This is an optimization exercise on Yosys and OpenROAD, whose aim is small area, a short achievable clock period and few clock cycles, not a production implementation. The RTL was checked by simulation tests, not by an equivalence proof against the original design.

// ntt_top
module ntt_top (
    input  logic        clk,
    input  logic        rst,
    input  logic        i_start,
    input  logic        i_mode,
    output logic        o_done,
    output logic        o_bram_a_we,
    output logic [7:0]  o_bram_a_addr,
    output logic [15:0] o_bram_a_wdata,
    output logic        o_bram_b_we,
    output logic [7:0]  o_bram_b_addr,
    output logic [15:0] o_bram_b_wdata,
    input  logic [15:0] i_bram_dout_a,
    input  logic [15:0] i_bram_dout_b
);
==> flow/config.mk <==
export PLATFORM = sky130hd
export DESIGN_NAME = ntt_top
export DESIGN_NICKNAME = ntt_top
export VERILOG_FILES = /design/flow/design.v
export SDC_FILE = /design/flow/constraint.sdc
export NUM_CORES = 4
export LEC_CHECK = 0
export ABC_AREA = 1
export CAP_MARGIN = 20
export CORE_MARGIN = 2
export CORE_UTILIZATION = 45
export CTS_CLUSTER_DIAMETER = 100
export CTS_CLUSTER_SIZE = 30
export PLACE_DENSITY = 0.55
export SLEW_MARGIN = 20
==> flow/constraint.sdc <==
create_clock -name core_clock -period 13.5 [get_ports {clk}]
set_input_delay 2.7000 -clock core_clock [delete_from_list [all_inputs] [get_ports {clk}]]
set_output_delay 2.7000 -clock core_clock [all_outputs]
set_load 0.01 [all_outputs]
standard.sh (not shown) runs the stock make flow with config.mk's settings and CLKGATE_MAP_FILE= SYNTH_SCRIPT=/design/flow/synth_recipe.tcl, a recipe that flattens the netlist after the stock synthesis.
==> flow/flow/run.sh <==
#!/bin/bash
# The standard layout, with the port buffers made of sky130_fd_sc_hd__buf_2
# cells instead of the resizer's default choice. Every port is still buffered.
set -euo pipefail
export BUFFER_PORTS_ARGS="-buffer_cell sky130_fd_sc_hd__buf_2"
bash standard.sh > standard.log 2>&1
The starting point finished clean.
Testbench counts at the start, summed over its fixed seeds: cycles 66,632.
==> next run, changes <==
--- a/flow/design.v
+++ b/flow/design.v
@@ -142,21 +142,23 @@
     assign o_z = zeta_mont(i_k);
 endmodule
 `timescale 1ns/1ps
 module butterfly_unit (
     input  logic        clk,
     input  logic        i_inv,
     input  logic [11:0] i_u,
     input  logic [11:0] i_v,
     input  logic [11:0] i_z,
     output logic [11:0] o_r0,
-    output logic [11:0] o_r1
+    output logic [11:0] o_r1,
+    output logic [11:0] o_n0,      
+    output logic [11:0] o_n1       
 );
     logic inv0, inv4;
     always_ff @(posedge clk) begin
         inv0 <= i_inv;
         inv4 <= inv0;
     end
     logic [12:0] x1, w1;
     logic [11:0] z1;
     always_ff @(posedge clk) begin
         x1 <= {1'b0, i_v} - {1'b0, i_u & {12{inv0}}};
@@ -954,23 +956,25 @@
     logic [13:0] y05, y15;
     always_ff @(posedge clk) begin
         y05 <= {1'b0, w4} + {2'b00, t4 & {12{~inv4}}};
         y15 <= inv4 ? {2'b00, t4} : ({1'b0, w4} + 14'd6658 - {2'b00, t4});
     end
     function automatic logic [11:0] mod3q(input logic [13:0] y);
         logic [11:0] k;
         k = (y >= 14'd6658) ? 12'(6658) : ((y >= 14'd3329) ? 12'd3329 : 12'd0);
         mod3q = y[11:0] - k;
     endfunction
+    assign o_n0 = mod3q(y05);
+    assign o_n1 = mod3q(y15);
     always_ff @(posedge clk) begin
-        o_r0 <= mod3q(y05);
-        o_r1 <= mod3q(y15);
+        o_r0 <= o_n0;
+        o_r1 <= o_n1;
     end
 endmodule
 `timescale 1ns/1ps
 module ntt_top (
     input  logic        clk,
     input  logic        rst,
     input  logic        i_start,
     input  logic        i_mode,
     output logic        o_done,
     output logic        o_bram_a_we,
@@ -1085,71 +1089,77 @@
         if (rst) begin
             we_q <= 1'b0;
         end else begin
             we_q <= pre_we && busy;
         end
     end
     always_ff @(posedge clk) begin
         addr_a_q <= n_addr_a;
         addr_b_q <= n_addr_b;
     end
-    logic [11:0] bf_r0, bf_r1;
+    logic [11:0] bf_r0, bf_r1, bf_n0, bf_n1;
     logic [11:0] h1_0, h1_1, h2;
     logic [11:0] op_u, op_v;
     logic [6:0]  zi_q;
     logic [11:0] zrom;
     logic [10:0] cs1;
     logic        sgl_q, l2b_q, l1_q;
     assign cs1    = c - 11'd2;      
     logic [8:0]  zc9_n, zc9_q;
     logic [8:0]  zc9_m1, zc9_m5;
     assign zc9_m1 = c[9:1] - 9'd1;
     assign zc9_m5 = c[9:1] - 9'((LAG_L2 - 1) / 2);
     assign zc9_n  = c[0] ? c[9:1] : ((cs1[10:8] == 3'd0) ? zc9_m1 : zc9_m5);
     always_ff @(posedge clk) begin
         zc9_q <= zc9_n;
     end
-    logic cap_q, hp_q, hq_q;
-    logic [10:0] uh;
-    assign uh = c - 11'd8;
+    logic cap_q, hp_q, hpe_q, hqe_q;
+    logic [10:0] uh, uh7;
+    assign uh  = c - 11'd8;
+    assign uh7 = c - 11'd7;
     always_ff @(posedge clk) begin
         begin
             l1_q  <= c[0];
             sgl_q <= busy && (cs1[10:8] == 3'd0);
             l2b_q <= busy && (cs1[10:8] != 3'd0) && cs1[1];
             cap_q <= busy && c[0] && (c < 11'd256);
             hp_q  <= busy && !c[0] && (uh[9:8] != 2'd0) && !uh[10] && !uh[1];
-            hq_q  <= busy && !c[0] && (uh[9:8] != 2'd0) && !uh[10] && uh[1];
+            hpe_q <= busy && c[0] && (uh7[9:8] != 2'd0) && !uh7[10] && !uh7[1];
+            hqe_q <= busy && c[0] && (uh7[9:8] != 2'd0) && !uh7[10] && uh7[1];
         end
     end
     always_ff @(posedge clk) begin
         if (l1_q) begin
             op_u <= i_bram_dout_a[11:0];
             op_v <= i_bram_dout_b[11:0];
         end else begin
             op_u <= l2b_q ? h1_1 : h1_0;
-            op_v <= (sgl_q || l2b_q) ? h2 : bf_r0;
+            op_v <= (sgl_q || l2b_q) ? h2 : h3;
         end
     end
+    logic [11:0] h3;
     always_ff @(posedge clk) begin
         if (cap_q) begin
             h1_0 <= i_bram_dout_a[11:0];
-        end else if (hp_q) begin
-            h1_0 <= bf_r0;
+        end else if (hpe_q) begin
+            h1_0 <= bf_n0;
         end
         if (hp_q) begin
             h1_1 <= bf_r1;
         end
         if (cap_q) begin
             h2 <= i_bram_dout_b[11:0];
-        end else if (hq_q) begin
-            h2 <= bf_r1;
+        end else if (hqe_q) begin
+            h2 <= bf_n1;
+        end
+        if (hqe_q) begin
+            h3 <= bf_n0;
         end
     end
     logic [6:0]  zi_n;
     logic [5:0]  gg;
     logic        qb;
     always_comb begin
         gg = zc9_q[6:1];
         qb = zc9_q[0];
         if (l1_q || sgl_q) begin
             case ({mode_q, zc9_q[8:7]})
@@ -1180,19 +1190,21 @@
         .i_k (zi_q),
         .o_z (zrom)
     );
     butterfly_unit u_bf (
         .clk   (clk),
         .i_inv (mode_q),
         .i_u   (op_u),
         .i_v   (op_v),
         .i_z   (zrom),
         .o_r0  (bf_r0),
-        .o_r1  (bf_r1)
+        .o_r1  (bf_r1),
+        .o_n0  (bf_n0),
+        .o_n1  (bf_n1)
     );
     assign o_bram_a_we    = we_q;
     assign o_bram_b_we    = we_q;
     assign o_bram_a_addr  = addr_a_q;
     assign o_bram_b_addr  = addr_b_q;
     assign o_bram_a_wdata = {4'b0000, bf_r0};
     assign o_bram_b_wdata = {4'b0000, bf_r1};
 endmodule
Effect:
- synthesized area climbs by 2.1%
- via count rises by 2.6%
- non-clock buffer count rose by 5
- worst setup slack is better by 130 ps
- design area grows by 2.4%
- global-route usage grows by 1.2 points
- die area increases by 2.0%
- cell count is higher by 2.8%
- worst hold slack hardly moves
- critical path depth is unchanged
Testbench counts after the change, summed over its fixed seeds: cycles 66,632.

========
ntt_top again, from the RTL that the note above started with.
Design ntt_top, start of the top module:
module ntt_top (
    input  logic        clk,
    input  logic        rst,
    input  logic        i_start,
    input  logic        i_mode,
    output logic        o_done,
    output logic        o_bram_a_we,
    output logic [7:0]  o_bram_a_addr,
    output logic [15:0] o_bram_a_wdata,
    output logic        o_bram_b_we,
    output logic [7:0]  o_bram_b_addr,
    output logic [15:0] o_bram_b_wdata,
    input  logic [15:0] i_bram_dout_a,
    input  logic [15:0] i_bram_dout_b
);
    localparam int D        = 6;
    localparam int LAG_L2   = D + 5;        
    localparam int LAG_WR2  = 2 * D + 5;    
    localparam int LAG_WR1  = D + 3;        
    localparam int T_LAST   = 1022 + LAG_WR2;
    logic        busy;
    logic        mode_q;
    logic [10:0] c;        
    logic        done_q;
    function automatic logic [23:0] grp_addr(input logic inv, input logic [1:0] p,
                                             input logic [6:0] g);
        logic [7:0] base, fb, sb;
        base = '0; fb = '0; sb = '0;
        if (!inv) begin
            case (p)
                2'd0: begin base = {1'b0, g};               fb = 8'h80; sb = 8'h80; end
                2'd1: begin base = {g[5], 2'b00, g[4:0]};   fb = 8'h40; sb = 8'h20; end
                2'd2: begin base = {g[5:3], 2'b00, g[2:0]}; fb = 8'h10; sb = 8'h08; end
                default: begin base = {g[5:1], 2'b00, g[0]}; fb = 8'h04; sb = 8'h02; end
            endcase
        end else begin
            case (p)
                2'd0: begin base = {g[6:1], 1'b0, g[0]};    fb = 8'h02; sb = 8'h02; end
                2'd1: begin base = {g[5:2], 2'b00, g[1:0]}; fb = 8'h04; sb = 8'h08; end
                2'd2: begin base = {g[5:4], 2'b00, g[3:0]}; fb = 8'h10; sb = 8'h20; end
                default: begin base = {2'b00, g[5:0]};      fb = 8'h40; sb = 8'h80; end
  ...
==> flow/config.mk <==
export PLATFORM = sky130hd
export DESIGN_NAME = ntt_top
export DESIGN_NICKNAME = ntt_top
export VERILOG_FILES = /design/flow/design.v
export SDC_FILE = /design/flow/constraint.sdc
export NUM_CORES = 4
export LEC_CHECK = 0
export ABC_AREA = 1
export CAP_MARGIN = 20
export CORE_MARGIN = 2
export CORE_UTILIZATION = 45
export PLACE_DENSITY = 0.55
export SLEW_MARGIN = 20
==> flow/constraint.sdc <==
create_clock -name core_clock -period 13.5 [get_ports {clk}]
set_input_delay 2.7000 -clock core_clock [delete_from_list [all_inputs] [get_ports {clk}]]
set_output_delay 2.7000 -clock core_clock [all_outputs]
set_load 0.01 [all_outputs]
Scripts as last shown in full above: flow/flow/run.sh
Testbench counts at the start, summed over its fixed seeds: cycles 66,632.
Then changed:
--- a/flow/design.v
+++ b/flow/design.v
@@ -145,15 +145,17 @@
 module butterfly_unit (
     input  logic        clk,
     input  logic        i_inv,
     input  logic [11:0] i_u,
     input  logic [11:0] i_v,
     input  logic [11:0] i_z,
     output logic [11:0] o_r0,
-    output logic [11:0] o_r1
+    output logic [11:0] o_r1,
+    output logic [11:0] o_n0,      
+    output logic [11:0] o_n1       
 );
     logic inv0, inv4;
     always_ff @(posedge clk) begin
         inv0 <= i_inv;
         inv4 <= inv0;
     end
     logic [12:0] x1, w1;
@@ -957,17 +959,19 @@
         y15 <= inv4 ? {2'b00, t4} : ({1'b0, w4} + 14'd6658 - {2'b00, t4});
     end
     function automatic logic [11:0] mod3q(input logic [13:0] y);
         logic [11:0] k;
         k = (y >= 14'd6658) ? 12'(6658) : ((y >= 14'd3329) ? 12'd3329 : 12'd0);
         mod3q = y[11:0] - k;
     endfunction
+    assign o_n0 = mod3q(y05);
+    assign o_n1 = mod3q(y15);
     always_ff @(posedge clk) begin
-        o_r0 <= mod3q(y05);
-        o_r1 <= mod3q(y15);
+        o_r0 <= o_n0;
+        o_r1 <= o_n1;
     end
 endmodule
 `timescale 1ns/1ps
 module ntt_top (
     input  logic        clk,
     input  logic        rst,
     input  logic        i_start,
@@ -1088,15 +1092,15 @@
             we_q <= pre_we && busy;
         end
     end
     always_ff @(posedge clk) begin
         addr_a_q <= n_addr_a;
         addr_b_q <= n_addr_b;
     end
-    logic [11:0] bf_r0, bf_r1;
+    logic [11:0] bf_r0, bf_r1, bf_n0, bf_n1;
     logic [11:0] h1_0, h1_1, h2;
     logic [11:0] op_u, op_v;
     logic [6:0]  zi_q;
     logic [11:0] zrom;
     logic [10:0] cs1;
     logic        sgl_q, l2b_q, l1_q;
     assign cs1    = c - 11'd2;      
@@ -1104,49 +1108,55 @@
     logic [8:0]  zc9_m1, zc9_m5;
     assign zc9_m1 = c[9:1] - 9'd1;
     assign zc9_m5 = c[9:1] - 9'((LAG_L2 - 1) / 2);
     assign zc9_n  = c[0] ? c[9:1] : ((cs1[10:8] == 3'd0) ? zc9_m1 : zc9_m5);
     always_ff @(posedge clk) begin
         zc9_q <= zc9_n;
     end
-    logic cap_q, hp_q, hq_q;
-    logic [10:0] uh;
-    assign uh = c - 11'd8;
+    logic cap_q, hp_q, hpe_q, hqe_q;
+    logic [10:0] uh, uh7;
+    assign uh  = c - 11'd8;
+    assign uh7 = c - 11'd7;
     always_ff @(posedge clk) begin
         begin
             l1_q  <= c[0];
             sgl_q <= busy && (cs1[10:8] == 3'd0);
             l2b_q <= busy && (cs1[10:8] != 3'd0) && cs1[1];
             cap_q <= busy && c[0] && (c < 11'd256);
             hp_q  <= busy && !c[0] && (uh[9:8] != 2'd0) && !uh[10] && !uh[1];
-            hq_q  <= busy && !c[0] && (uh[9:8] != 2'd0) && !uh[10] && uh[1];
+            hpe_q <= busy && c[0] && (uh7[9:8] != 2'd0) && !uh7[10] && !uh7[1];
+            hqe_q <= busy && c[0] && (uh7[9:8] != 2'd0) && !uh7[10] && uh7[1];
         end
     end
     always_ff @(posedge clk) begin
         if (l1_q) begin
             op_u <= i_bram_dout_a[11:0];
             op_v <= i_bram_dout_b[11:0];
         end else begin
             op_u <= l2b_q ? h1_1 : h1_0;
-            op_v <= (sgl_q || l2b_q) ? h2 : bf_r0;
+            op_v <= (sgl_q || l2b_q) ? h2 : h3;
         end
     end
+    logic [11:0] h3;
     always_ff @(posedge clk) begin
         if (cap_q) begin
             h1_0 <= i_bram_dout_a[11:0];
-        end else if (hp_q) begin
-            h1_0 <= bf_r0;
+        end else if (hpe_q) begin
+            h1_0 <= bf_n0;
         end
         if (hp_q) begin
             h1_1 <= bf_r1;
         end
         if (cap_q) begin
             h2 <= i_bram_dout_b[11:0];
-        end else if (hq_q) begin
-            h2 <= bf_r1;
+        end else if (hqe_q) begin
+            h2 <= bf_n1;
+        end
+        if (hqe_q) begin
+            h3 <= bf_n0;
         end
     end
     logic [6:0]  zi_n;
     logic [5:0]  gg;
     logic        qb;
     always_comb begin
         gg = zc9_q[6:1];
@@ -1183,15 +1193,17 @@
     butterfly_unit u_bf (
         .clk   (clk),
         .i_inv (mode_q),
         .i_u   (op_u),
         .i_v   (op_v),
         .i_z   (zrom),
         .o_r0  (bf_r0),
-        .o_r1  (bf_r1)
+        .o_r1  (bf_r1),
+        .o_n0  (bf_n0),
+        .o_n1  (bf_n1)
     );
     assign o_bram_a_we    = we_q;
     assign o_bram_b_we    = we_q;
     assign o_bram_a_addr  = addr_a_q;
     assign o_bram_b_addr  = addr_b_q;
     assign o_bram_a_wdata = {4'b0000, bf_r0};
     assign o_bram_b_wdata = {4'b0000, bf_r1};
Effect: Setup slack gets better by 110 ps; worst hold slack got worse by 13 ps; cell area increases by a few percent; non-clock buffer count increases by 5; sequential share of layout area rose by 0.84 points; maximum frequency rose by a few percent; register-to-register slack improved by 100 ps; synthesized area goes up by a few percent; routed wire length rose by a few percent; die area goes up by a few percent; core utilization increases by 0.12 points.
Testbench counts after the change, summed over its fixed seeds: cycles 66,632.

========
job 101:
ntt_top, a different RTL version from the one above (not shown whole).
Size: roughly 87 I/O pins, about 22,000 sq um of cells after synthesis.
## ntt_top
module ntt_top (
    input  logic        clk,
    input  logic        rst,
    input  logic        i_start,
    input  logic        i_mode,
    output logic        o_done,
    output logic        o_bram_a_we,
    output logic [7:0]  o_bram_a_addr,
    output logic [15:0] o_bram_a_wdata,
    output logic        o_bram_b_we,
    output logic [7:0]  o_bram_b_addr,
    output logic [15:0] o_bram_b_wdata,
    input  logic [15:0] i_bram_dout_a,
    input  logic [15:0] i_bram_dout_b
);
Settings: LEC_CHECK=0, CAP_MARGIN=20, CORE_MARGIN=2, CORE_UTILIZATION=25, PLACE_DENSITY=0.35, SLEW_MARGIN=20; clock period 13.5 ns.
run.sh (not shown) runs the stock make flow with config.mk's settings and CLKGATE_MAP_FILE= SYNTH_SCRIPT=/design/flow/synth_recipe.tcl, a recipe that flattens the netlist after the stock synthesis.
Stock flow here: none of the scripts above is used.
Testbench counts of job 101, summed over its fixed seeds: cycles 66,632.
[inputs] job 102 vs job 101
--- a/flow/design.v
+++ b/flow/design.v
@@ -148,17 +148,22 @@
     input  logic [11:0] i_u,
     input  logic [11:0] i_v,
     input  logic [11:0] i_z,
     output logic [11:0] o_r0,
     output logic [11:0] o_r1
 );
+    logic inv0, inv4;
+    always_ff @(posedge clk) begin
+        inv0 <= i_inv;
+        inv4 <= inv0;
+    end
     logic [12:0] x1, w1;
     logic [11:0] z1;
     always_ff @(posedge clk) begin
-        x1 <= {1'b0, i_v} - {1'b0, i_u & {12{i_inv}}};
-        w1 <= {1'b0, i_u} + {1'b0, i_v & {12{i_inv}}};
+        x1 <= {1'b0, i_v} - {1'b0, i_u & {12{inv0}}};
+        w1 <= {1'b0, i_u} + {1'b0, i_v & {12{inv0}}};
         z1 <= i_z;
     end
     logic [24:0] m_r0, m_r1;
     logic m_1;
     logic m_2;
     logic m_3;
@@ -939,14 +944,14 @@
     always_ff @(posedge clk) begin
         t4 <= b_r0 + b_r1;
         w4 <= w3;
     end
     logic [13:0] y05, y15;
     always_ff @(posedge clk) begin
-        y05 <= {1'b0, w4} + {2'b00, t4 & {12{~i_inv}}};
-        y15 <= i_inv ? {2'b00, t4} : ({1'b0, w4} + 14'd6658 - {2'b00, t4});
+        y05 <= {1'b0, w4} + {2'b00, t4 & {12{~inv4}}};
+        y15 <= inv4 ? {2'b00, t4} : ({1'b0, w4} + 14'd6658 - {2'b00, t4});
     end
     function automatic logic [11:0] mod3q(input logic [13:0] y);
         logic [11:0] k;
         k = (y >= 14'd6658) ? 12'(6658) : ((y >= 14'd3329) ? 12'd3329 : 12'd0);
         mod3q = y[11:0] - k;
     endfunction
@@ -1074,33 +1079,35 @@
     assign cs     = c - 11'd3;
     assign cl2    = c - 11'(LAG_L2);
     assign sgl_op = (cs[10:8] == 3'd0);
     assign l2b_op = !sgl_op && cl2[1];
     assign zc     = rd_n ? (c - 11'd2) : (sgl_op ? cs : cl2);
     assign cs1    = c - 11'd2;      
-    logic sgl_q, l2b_q;
+    logic sgl_q, l2b_q, l1_q;
     logic cap_q, hp_q, hq_q;
     logic [10:0] uh;
     assign uh = c - 11'd8;
     always_ff @(posedge clk or posedge rst) begin
         if (rst) begin
             sgl_q <= 1'b0;
+            l1_q  <= 1'b0;
             l2b_q <= 1'b0;
             cap_q <= 1'b0;
             hp_q  <= 1'b0;
             hq_q  <= 1'b0;
         end else begin
+            l1_q  <= c[0];
             sgl_q <= busy && (cs1[10:8] == 3'd0);
             l2b_q <= busy && (cs1[10:8] != 3'd0) && cs1[1];
             cap_q <= busy && c[0] && (c < 11'd256);
             hp_q  <= busy && !c[0] && (uh[9:8] != 2'd0) && !uh[10] && !uh[1];
             hq_q  <= busy && !c[0] && (uh[9:8] != 2'd0) && !uh[10] && uh[1];
         end
     end
     always_ff @(posedge clk) begin
-        if (!c[0]) begin
+        if (l1_q) begin
             op_u <= i_bram_dout_a[11:0];
             op_v <= i_bram_dout_b[11:0];
         end else begin
             op_u <= l2b_q ? h1_1 : h1_0;
             op_v <= (sgl_q || l2b_q) ? h2 : bf_r0;
         end
Results
- On final core area utilization, job 102 and job 101 are basically level.
- When the final numbers for job 102 and job 101 were put side by side, the post-layout minimum cycle time turned out to be greater in job 102.
- Relative to job 101, the sum of routed wire length over all layers of job 102 is higher by 2.3%.
- Compared job 102 vs job 101, and clock skew is up in job 102.
- The global-route usage on job 102 is in line with that on job 101.
- Job 102 vs job 101 — register area rose about 1%.
- Job 102: final hold slack 0.013 ns below job 101
Testbench counts of job 102, summed over its fixed seeds: cycles 66,632.

## re-timing with driven ports
How much do the figures lean on ideal ports? The routed layouts below were timed once more, with nothing changed but the port constraints. Step 1 (the two cells are an assumption about what drives the block):
set clk [get_ports {clk}]
set_driving_cell -lib_cell sky130_fd_sc_hd__clkbuf_16 $clk
set_driving_cell -lib_cell sky130_fd_sc_hd__buf_2 [delete_from_list [all_inputs] $clk]
Step 2 moves the port delays by t, midway between the first and last clock arrival at a register: inputs arrive t later, outputs are due t later. That takes back most of the time a late clock gives input paths. a / b / c = no drivers / after step 1 / after step 2; a / b = the first two.
run | t, ns | setup WS [ns] | hold slack, ns | latest minus earliest clock arrival (ns)
the first run of note 1 | 0.577 | 9.572 / 9.515 / 9.612 | 0.329 / 0.329 / 0.329 | 0.051 / 0.051
the second run of note 1 | 0.587 | 9.698 / 9.641 / 9.643 | 0.327 / 0.327 / 0.327 | 0.044 / 0.045
the first run of note 2 | 0.611 | 9.587 / 9.529 / 9.639 | 0.319 / 0.319 / 0.319 | 0.018 / 0.019
the second run of note 2 | 0.615 | 9.701 / 9.642 / 9.625 | 0.307 / 0.307 / 0.307 | 0.029 / 0.029
job 101 | 0.625 | 8.997 / 8.997 / 8.997 | 0.321 / 0.321 / 0.321 | 0.017 / 0.017
job 102 | 0.614 | 8.899 / 8.899 / 8.899 | 0.308 / 0.308 / 0.308 | 0.044 / 0.044
After both steps setup and hold are still met in every run listed. For the second run of note 2, which loses most, drivers alone change the setup slack by -0.059 ns; drivers and shift together by -0.076 ns.
